From an optimization exercise on the open Yosys and OpenROAD flow, aimed at small area; shortcuts taken in it are not production practice. Where RTL was checked, it was by simulation tests only, not by an equivalence proof against the original. Power and IR drop assume default switching activity.

==> flow/design.v <==
package rename_cfg_pkg;
    localparam int ARCH_REGS = 32;
    localparam int PREG_NUM  = 48;
    localparam int FREE_NUM  = PREG_NUM - ARCH_REGS;
    localparam int ROB_SIZE  = 8;
    typedef logic [4:0]  areg_t;
    typedef logic [5:0]  preg_t;
    typedef logic [2:0]  rob_idx_t;
    typedef logic [3:0]  rob_cnt_t;
    typedef logic [4:0]  free_cnt_t;
    typedef logic [31:0] data_t;
    typedef logic [31:0] pc_t;
endpackage
package rename_msg_pkg;
    typedef struct packed {
        logic  valid;
        logic [31:0]  pc;
        logic [4:0] rd;
        logic [4:0] rs1;
        logic [4:0] rs2;
    } dec_uop_t;
    typedef struct packed {
        logic     valid;
        logic [31:0]     pc;
        logic [4:0]    rd;
        logic     has_dest;
        logic [5:0]    rd_preg;
        logic [5:0]    old_preg;
        logic [5:0]    rs1_preg;
        logic     rs1_valid;
        logic [5:0]    rs2_preg;
        logic     rs2_valid;
        logic [2:0] rob_idx;
    } ren_uop_t;
    typedef struct packed {
        logic [31:0]  pc;
        logic [4:0] rd;
        logic  has_dest;
        logic [5:0] new_preg;
        logic [5:0] old_preg;
    } rob_entry_t;
    typedef struct packed {
        logic     valid;
        logic [2:0] rob_idx;
        logic [31:0]   value;
        logic     exception;
    } wb_t;
    typedef struct packed {
        logic     valid;
        logic [2:0] rob_idx;
        logic [31:0]     pc;
        logic [4:0]    rd;
        logic     has_dest;
        logic [5:0]    new_preg;
        logic [5:0]    old_preg;
        logic [31:0]   value;
        logic     exception;
    } commit_t;
endpackage
`timescale 1ns/1ps
module rename_top
(
    input  logic        clk,
    input  logic        rst_n,
    input  logic        flush,
    input  logic        in_valid,
    input  logic [31:0] in_pc,
    input  logic [4:0]  in_rd,
    input  logic [4:0]  in_rs1,
    input  logic [4:0]  in_rs2,
    output logic        out_valid,
    output logic [31:0] out_pc,
    output logic [4:0]  out_rd,
    output logic        out_has_dest,
    output logic [5:0]  out_rd_preg,
    output logic [5:0]  out_old_preg,
    output logic [5:0]  out_rs1_preg,
    output logic        out_rs1_valid,
    output logic [5:0]  out_rs2_preg,
    output logic        out_rs2_valid,
    output logic [2:0]  out_rob_idx,
    output logic        stall,
    input  logic        wb_valid,
    input  logic [2:0]  wb_rob_idx,
    input  logic [31:0] wb_value,
    input  logic        wb_exception,
    output logic        commit_valid,
    output logic [2:0]  commit_rob_idx,
    output logic [31:0] commit_pc,
    output logic [4:0]  commit_rd,
    output logic        commit_has_dest,
    output logic [5:0]  commit_new_preg,
    output logic [5:0]  commit_old_preg,
    output logic [31:0] commit_value,
    output logic        commit_exception,
    output logic        rob_empty
);
    logic [2:0] head;
    logic [2:0] tail;
    logic       full;
    logic [7:0] done_q;
    logic       empty;
    logic       accept;
    logic       has_dest;
    logic       alloc_dest;
    logic       do_commit;
    logic [2:0] head_nxt;
    logic [2:0] tail_nxt;
    assign has_dest   = (in_rd != 5'd0);
    assign empty      = (head == tail) && !full;
    assign stall      = in_valid && full;
    assign accept     = in_valid && !full && !flush;
    assign alloc_dest = accept && has_dest;
    assign do_commit  = !empty && done_q[head] && !flush;
    assign head_nxt   = head + 3'd1;
    assign tail_nxt   = tail + 3'd1;
    assign rob_empty  = empty;
    logic [5:0] fq [16];
    logic [3:0] alloc_cnt;    
    logic       fq_real;      
    logic [3:0] inflight;     
    logic [5:0] free_head;
    logic [5:0] new_preg;
    logic [5:0] old_preg;
    assign free_head = fq_real ? fq[0] : {2'b10, alloc_cnt};
    assign new_preg  = has_dest ? free_head : 6'd0;
    always_ff @(posedge clk) begin
        if (alloc_dest) begin
            for (int i = 0; i < 15; i++) begin
                fq[i] <= fq[i+1];
            end
            fq[15] <= old_preg;
        end
    end
    logic [5:0] map_q [1:31];
    logic [5:0] rs1_preg;
    logic [5:0] rs2_preg;
    always_comb begin
        rs1_preg = '0;
        rs2_preg = '0;
        old_preg = '0;
        for (int i = 1; i < 32; i++) begin
            rs1_preg = rs1_preg | ({6{in_rs1 == 5'(i)}} & map_q[i]);
            rs2_preg = rs2_preg | ({6{in_rs2 == 5'(i)}} & map_q[i]);
            old_preg = old_preg | ({6{in_rd  == 5'(i)}} & map_q[i]);
        end
    end
    always_ff @(posedge clk or negedge rst_n) begin
        if (!rst_n) begin
            for (int i = 1; i < 32; i++) begin
                map_q[i] <= 6'(i);
            end
        end else if (flush) begin
            for (int i = 1; i < 32; i++) begin
                map_q[i] <= 6'(i);
            end
        end else if (alloc_dest) begin
            map_q[in_rd] <= free_head;
        end
    end
    logic [31:0] pc_q   [8];
    logic [4:0]  rd_q   [8];
    logic [5:0]  np_q   [8];
    logic [31:0] val_q  [8];
    logic        exc_q  [8];
    always_ff @(posedge clk) begin
        if (!full) begin
            pc_q[tail] <= in_pc;
            rd_q[tail] <= in_rd;
            np_q[tail] <= new_preg;
        end
        if (wb_valid) begin
            val_q[wb_rob_idx] <= wb_value;
            exc_q[wb_rob_idx] <= wb_exception;
        end
    end
    logic       out_v;
    logic       com_v;
    always_ff @(posedge clk or negedge rst_n) begin
        if (!rst_n) begin
            head      <= '0;
            tail      <= '0;
            full      <= 1'b0;
            done_q    <= '0;
            out_v     <= 1'b0;
            com_v     <= 1'b0;
            alloc_cnt <= '0;
            fq_real   <= 1'b0;
            inflight  <= '0;
        end else if (flush) begin
            head      <= '0;
            tail      <= '0;
            full      <= 1'b0;
            done_q    <= '0;
            out_v     <= 1'b0;
            com_v     <= 1'b0;
            alloc_cnt <= '0;
            fq_real   <= 1'b0;
            inflight  <= '0;
        end else begin
            out_v <= accept;
            com_v <= do_commit;
            if (accept) begin
                tail <= tail_nxt;
            end
            if (do_commit) begin
                head <= head_nxt;
                full <= 1'b0;
            end else if (accept && (tail_nxt == head)) begin
                full <= 1'b1;
            end
            if (do_commit) begin
                done_q[head] <= 1'b0;
            end
            if (wb_valid) begin
                done_q[wb_rob_idx] <= 1'b1;
            end
            if (accept) begin
                done_q[tail] <= 1'b0;
            end
            if (alloc_dest) begin
                alloc_cnt <= alloc_cnt + 4'd1;
                if (alloc_cnt == 4'd15) begin
                    fq_real <= 1'b1;
                end
            end
            inflight <= inflight + 4'(alloc_dest) - 4'(com_v && commit_has_dest);
        end
    end
    logic [31:0] o_pc;
    logic [4:0]  o_rd;
    logic [5:0]  o_np;
    logic [5:0]  o_rs1;
    logic [5:0]  o_rs2;
    logic        o_rs1_v;
    logic        o_rs2_v;
    always_ff @(posedge clk) begin
        o_pc    <= in_pc;
        o_rd    <= in_rd;
        o_np    <= new_preg;
        o_rs1   <= rs1_preg;
        o_rs2   <= rs2_preg;
        o_rs1_v <= (in_rs1 != 5'd0);
        o_rs2_v <= (in_rs2 != 5'd0);
    end
    assign out_valid     = out_v;
    assign out_pc        = o_pc;
    assign out_rd        = o_rd;
    assign out_has_dest  = (o_rd != 5'd0);
    assign out_rd_preg   = o_np;
    assign out_old_preg  = out_has_dest ? fq[15] : 6'd0;
    assign out_rs1_preg  = o_rs1;
    assign out_rs1_valid = o_rs1_v;
    assign out_rs2_preg  = o_rs2;
    assign out_rs2_valid = o_rs2_v;
    assign out_rob_idx   = tail - 3'd1;
    logic [2:0] cidx;
    logic [5:0] c_old;
    assign cidx = head - 3'd1;
    always_comb begin
        case (inflight)
            4'd1:    c_old = fq[15];
            4'd2:    c_old = fq[14];
            4'd3:    c_old = fq[13];
            4'd4:    c_old = fq[12];
            4'd5:    c_old = fq[11];
            4'd6:    c_old = fq[10];
            4'd7:    c_old = fq[9];
            4'd8:    c_old = fq[8];
            default: c_old = fq[7];
        endcase
    end
    logic [7:0]  csel;
    logic [31:0] c_pc;
    logic [4:0]  c_rd;
    logic [5:0]  c_np;
    logic [31:0] c_val;
    logic        c_exc;
    always_comb begin
        c_pc  = '0;
        c_rd  = '0;
        c_np  = '0;
        c_val = '0;
        c_exc = 1'b0;
        for (int i = 0; i < 8; i++) begin
            csel[i] = (cidx == 3'(i));
            c_pc  = c_pc  | ({32{csel[i]}} & pc_q[i]);
            c_rd  = c_rd  | ({5{csel[i]}}  & rd_q[i]);
            c_np  = c_np  | ({6{csel[i]}}  & np_q[i]);
            c_val = c_val | ({32{csel[i]}} & val_q[i]);
            c_exc = c_exc | (csel[i] & exc_q[i]);
        end
    end
    assign commit_valid     = com_v;
    assign commit_rob_idx   = cidx;
    assign commit_pc        = c_pc;
    assign commit_rd        = c_rd;
    assign commit_has_dest  = (c_rd != 5'd0);
    assign commit_new_preg  = c_np;
    assign commit_old_preg  = commit_has_dest ? c_old : 6'd0;
    assign commit_value     = c_val;
    assign commit_exception = c_exc;
endmodule
clock: 5.0 ns
lec_check: 0
cap_margin: 20
core_margin: 2
core_utilization: 40
slew_margin: 20
run.sh (not shown) runs the stock make flow with config.mk's settings and CLKGATE_MAP_FILE= SYNTH_SCRIPT=/design/flow/synth_recipe.tcl, a recipe that flattens the netlist after the stock synthesis.
Change:
--- a/flow/design.v
+++ b/flow/design.v
@@ -135,16 +135,9 @@
     logic [5:0] map_q [1:31];
     logic [5:0] rs1_preg;
     logic [5:0] rs2_preg;
-    always_comb begin
-        rs1_preg = '0;
-        rs2_preg = '0;
-        old_preg = '0;
-        for (int i = 1; i < 32; i++) begin
-            rs1_preg = rs1_preg | ({6{in_rs1 == 5'(i)}} & map_q[i]);
-            rs2_preg = rs2_preg | ({6{in_rs2 == 5'(i)}} & map_q[i]);
-            old_preg = old_preg | ({6{in_rd  == 5'(i)}} & map_q[i]);
-        end
-    end
+    assign rs1_preg = (in_rs1 == 5'd0) ? 6'd0 : map_q[in_rs1];
+    assign rs2_preg = (in_rs2 == 5'd0) ? 6'd0 : map_q[in_rs2];
+    assign old_preg = (in_rd  == 5'd0) ? 6'd0 : map_q[in_rd];
     always_ff @(posedge clk or negedge rst_n) begin
         if (!rst_n) begin
             for (int i = 1; i < 32; i++) begin
@@ -270,34 +263,13 @@
             default: c_old = fq[7];
         endcase
     end
-    logic [7:0]  csel;
-    logic [31:0] c_pc;
-    logic [4:0]  c_rd;
-    logic [5:0]  c_np;
-    logic [31:0] c_val;
-    logic        c_exc;
-    always_comb begin
-        c_pc  = '0;
-        c_rd  = '0;
-        c_np  = '0;
-        c_val = '0;
-        c_exc = 1'b0;
-        for (int i = 0; i < 8; i++) begin
-            csel[i] = (cidx == 3'(i));
-            c_pc  = c_pc  | ({32{csel[i]}} & pc_q[i]);
-            c_rd  = c_rd  | ({5{csel[i]}}  & rd_q[i]);
-            c_np  = c_np  | ({6{csel[i]}}  & np_q[i]);
-            c_val = c_val | ({32{csel[i]}} & val_q[i]);
-            c_exc = c_exc | (csel[i] & exc_q[i]);
-        end
-    end
     assign commit_valid     = com_v;
     assign commit_rob_idx   = cidx;
-    assign commit_pc        = c_pc;
-    assign commit_rd        = c_rd;
-    assign commit_has_dest  = (c_rd != 5'd0);
-    assign commit_new_preg  = c_np;
+    assign commit_pc        = pc_q[cidx];
+    assign commit_rd        = rd_q[cidx];
+    assign commit_has_dest  = (rd_q[cidx] != 5'd0);
+    assign commit_new_preg  = np_q[cidx];
     assign commit_old_preg  = commit_has_dest ? c_old : 6'd0;
-    assign commit_value     = c_val;
-    assign commit_exception = c_exc;
+    assign commit_value     = val_q[cidx];
+    assign commit_exception = exc_q[cidx];
 endmodule
Effect: The changed run passed the timing, design-rule and antenna checks. Die area rose by 2.4%. Via count fell by 5.1%. Power rose by 0.67%. Clock-buffer cell count fell by 21. Final area rose by about 2.5%. Clock power fell by about 0.8%. Global-route usage rose by 1.0 points. Clock skew rose by 3.6 ps. Wire length rose by about 4.7%. Core utilization rose by 0.19 points.
The RTL of the first run of this note was laid out without a check of its function.

-- re-timing with driven ports --
No port has a modelled driver above. Below, the same layouts with a new extraction and two added sets of constraints.
Step 1: set_driving_cell puts a clkbuf_16 on clk and a buf_2 on each other input, an assumption about the parent block.
Step 2 also shifts input and output timing later by t, the mid clock arrival at the registers, as if the neighbouring blocks saw the same clock.
a / b / c = ideal ports / drivers / drivers and shift; a / b = the first two.
| run | shift t [ns] | setup WS [ns] | pins driven straight from the clock port |
|---|---|---|---|
| the first run | 0.764 | 0.257 / 0.187 / 0.933 | 1 |
| the second run | 0.762 | 0.206 / 0.132 / 0.769 | 1 |
After both steps every run listed still meets setup and hold.
